Background: an optimization exercise with open tools, aiming at small area. Do not read the settings as production practice. Where RTL was checked, it was by simulation tests only, not by an equivalence proof against the original. Power is estimated from default activity; no workload was simulated.

Design ret_core, start of the top module:
module ret_core (
    input  wire         clk,
    input  wire         rst_n,
    input  wire         op_strobe,
    input  wire   [7:0] opcode,
    input  wire   [3:0] flags,
    input  wire         push_strobe,
    input  wire  [15:0] push_data,
    output logic [15:0] pc,
    output logic [15:0] sp,
    output logic        busy,
    output logic        done,
    output logic        taken
);
Settings: LEC_CHECK=0, CAP_MARGIN=20, CORE_MARGIN=2, CORE_UTILIZATION=55, SLEW_MARGIN=20; clock period 5.0 ns.
standard.sh (not shown) runs the stock make flow with config.mk's settings and CLKGATE_MAP_FILE= SYNTH_SCRIPT=/design/flow/synth_recipe.tcl, a recipe that flattens the netlist after the stock synthesis.
==> flow/flow/run.sh <==
#!/bin/bash
# Layout flow: the standard flow (standard.sh), unchanged except for the
# clock tree: clkbuf_4 leaf buffers on clusters of at most 10 sinks within
# 40 um, and no dummy loads. The clock still reaches every register through
# buffers from the clock port. After global routing, gates on paths with
# positive slack are downsized (ORFS RECOVER_POWER).
set -euo pipefail
export CTS_ARGS="-sink_clustering_enable -repair_clock_nets -sink_clustering_size 10 -sink_clustering_max_diameter 40 -buf_list sky130_fd_sc_hd__clkbuf_4 -dont_use_dummy_load"
export RECOVER_POWER=100
bash standard.sh > standard.log 2>&1
The starting point completed and failed the layout checks on max-capacitance violations, max-slew violations, negative setup slack.
Change:
==> flow/flow/run.sh (replaced) <==
#!/bin/bash
# Layout flow: the standard flow (standard.sh), unchanged except for the
# clock tree: clkbuf_4 leaf buffers on clusters of at most 8 sinks within
# 35 um, and no dummy loads. The clock still reaches every register through
# buffers from the clock port.
set -euo pipefail
export CTS_ARGS="-sink_clustering_enable -repair_clock_nets -sink_clustering_size 8 -sink_clustering_max_diameter 35 -buf_list sky130_fd_sc_hd__clkbuf_4 -dont_use_dummy_load"
bash standard.sh > standard.log 2>&1
Settings changed: SETUP_SLACK_MARGIN from default to 0.3.
Effect: With this change the flow reached the layout checks and failed them: negative setup slack. Power went up by a few percent. Worst hold slack is worse by 0.27 ns. Final area went up by a few percent.
Change:
==> flow/flow/run.sh (replaced) <==
#!/bin/bash
# Layout flow: the standard flow (standard.sh), unchanged except for the
# clock tree: clkbuf_4 leaf buffers on clusters of at most 10 sinks within
# 40 um, and no dummy loads. The clock still reaches every register through
# buffers from the clock port. After global routing, gates on paths with
# positive slack are downsized (ORFS RECOVER_POWER).
set -euo pipefail
export CTS_ARGS="-sink_clustering_enable -repair_clock_nets -sink_clustering_size 10 -sink_clustering_max_diameter 40 -buf_list sky130_fd_sc_hd__clkbuf_4 -dont_use_dummy_load"
export RECOVER_POWER=100
bash standard.sh > standard.log 2>&1
Settings changed: SETUP_SLACK_MARGIN 0.3 to 0.2.
The new run completed, yet does not pass: max-capacitance violations, max-slew violations, negative setup slack. Design area fell by a few percent. Worst hold slack gains 0.27 ns. Maximum frequency fell by a few percent. Global-route usage rose by 0.15 points. Register-to-register slack loses 0.28 ns. Sequential power is about the same. Setup slack loses 0.28 ns. Non-clock buffer count rose by 2. Cell count fell slightly.
Change:
==> flow/flow/run.sh (replaced) <==
#!/bin/bash
# Layout flow: the standard flow (standard.sh), unchanged except for the
# clock tree: clkbuf_4 leaf buffers on clusters of at most 8 sinks within
# 35 um, and no dummy loads. The clock still reaches every register through
# buffers from the clock port.
set -euo pipefail
export CTS_ARGS="-sink_clustering_enable -repair_clock_nets -sink_clustering_size 8 -sink_clustering_max_diameter 35 -buf_list sky130_fd_sc_hd__clkbuf_4 -dont_use_dummy_load"
bash standard.sh > standard.log 2>&1
Settings changed: SETUP_SLACK_MARGIN 0.2 to default.
With this change the flow finished with negative setup slack left; total power came out higher by 2.7%; cell count came out higher by 1.0%; count of clock-buffer cells in the layout came out higher by 74; die area is unchanged; global-route usage came out lower by 0.15 points.
Change:
==> flow/flow/run.sh (replaced) <==
#!/bin/bash
# Layout flow: the standard flow (standard.sh), unchanged except for the
# clock tree: clkbuf_4 leaf buffers on clusters of at most 10 sinks within
# 40 um, and no dummy loads. The clock still reaches every register through
# buffers from the clock port.
set -euo pipefail
export CTS_ARGS="-sink_clustering_enable -repair_clock_nets -sink_clustering_size 10 -sink_clustering_max_diameter 40 -buf_list sky130_fd_sc_hd__clkbuf_4 -dont_use_dummy_load"
bash standard.sh > standard.log 2>&1
After rerunning:
- The changed run passed the timing, DRC and antenna checks
- final area decreases by 0.60%
- synthesized cell count does not change
- area after synthesis does not change
- setup slack improves by 0.21 ns
- clock skew goes up by 0.033 ns
- critical path depth stays the same
- flip-flop and latch count stays the same
- routed wire length barely changes
Change:
Settings changed: CORE_UTILIZATION 55 to 40.
Result: The new run finished but failed the layout checks on negative setup slack; design area rose by 1.4%; wire length rose by 4.4%; area after synthesis stays the same; synthesized cell count is unchanged.

---

== lane 1 ==
ret_core, a different RTL version from the one above (not shown whole).
For scale: roughly 2100 flip-flops, roughly 67 I/O pins.
// ret_core
module ret_core (
    input  wire         clk,
    input  wire         rst_n,
    input  wire         op_strobe,
    input  wire   [7:0] opcode,
    input  wire   [3:0] flags,
    input  wire         push_strobe,
    input  wire  [15:0] push_data,
    output logic [15:0] pc,
    output logic [15:0] sp,
    output logic        busy,
    output logic        done,
    output logic        taken
);
Settings: LEC_CHECK=0, CAP_MARGIN=20, CORE_MARGIN=2, CORE_UTILIZATION=60, CTS_BUF_LIST=sky130_fd_sc_hd__clkbuf_4, CTS_CLUSTER_DIAMETER=80, CTS_CLUSTER_SIZE=24, GPL_TIMING_DRIVEN=0, SLEW_MARGIN=20; clock period 5.0 ns.
run.sh (not shown) runs the stock make flow with config.mk's settings and CLKGATE_MAP_FILE= SYNTH_SCRIPT=/design/flow/synth_recipe.tcl, a recipe that flattens the netlist after the stock synthesis.
Stock flow here: none of the scripts above is used.
For lane 1, the flow was terminated by a tool error in global routing and produced no final design.
The inputs of lane 2 differ from those of lane 1 as listed below.
- swapping 60 for 45 in CORE_UTILIZATION
## What came out
Lane 2: it failed with a tool error in global routing, so there are no final results. Taking lane 1 as the reference, in lane 2 worst slack at placement moved up; number of instances resized during post-cts repair moved up; floorplan row count moved up; total clock buffers created by CTS moved up; starting density of the core moved down. Summary of lane 2 over lane 1: synthesized cell count barely changed; global placement routability congestion dropped 11%.
The following lists how lane 3 was set up differently from lane 2:
- CORE_UTILIZATION: 45 -> 52
Results
For lane 3, the flow was terminated by a tool error in global routing and produced no final design.
[compare] base=lane 2 new=lane 3: standard cell area after detailed placement moved down, total of cells resized after clock tree synthesis moved up, chip width moved down, share of synthesized area spent on multiplexers level, number of sinks handled by clock tree synthesis level.
In the tables for lane 2 and lane 3, estimated wirelength of the detail-placed design reads higher with lane 2.
Comparing lane 3 against lane 2, there is no change at all in instance count of the mapped netlist.
Of lane 2 and lane 3, lane 2 shows the higher number of placed instances with taps included, with lane 3 below it.
No functional check of the RTL was part of any run of this note.

==> what the ideal ports hide <==
The results above use ideal ports. As a check the final layouts listed here were re-extracted and re-timed, cells and wires unchanged.
Step 1: set_driving_cell puts a clkbuf_16 on clk and a buf_2 on each other input, an assumption about the parent block.
Step 2 moves the port delays by t, midway between the first and last clock arrival at a register: inputs arrive t later, outputs are due t later. That takes back most of the time a late clock gives input paths.
Three values: no drivers, after step 1, after step 2; two values: the first two.
run | t, ns | setup slack, ns | latest minus earliest clock arrival (ns)
the first run of note 1 | 1.424 | -0.324 / -0.324 / -1.173 | 0.135 / 0.134
the second run of note 1 | 1.462 | -0.045 / -0.045 / -0.045 | 0.105 / 0.105
the third run of note 1 | 1.424 | -0.324 / -0.324 / -1.173 | 0.135 / 0.134
the fourth run of note 1 | 1.462 | -0.045 / -0.045 / -0.045 | 0.105 / 0.105
the fifth run of note 1 | 1.429 | 0.167 / 0.167 / 0.167 | 0.135 / 0.135
the sixth run of note 1 | 1.494 | -0.081 / -0.081 / -0.081 | 0.165 / 0.166
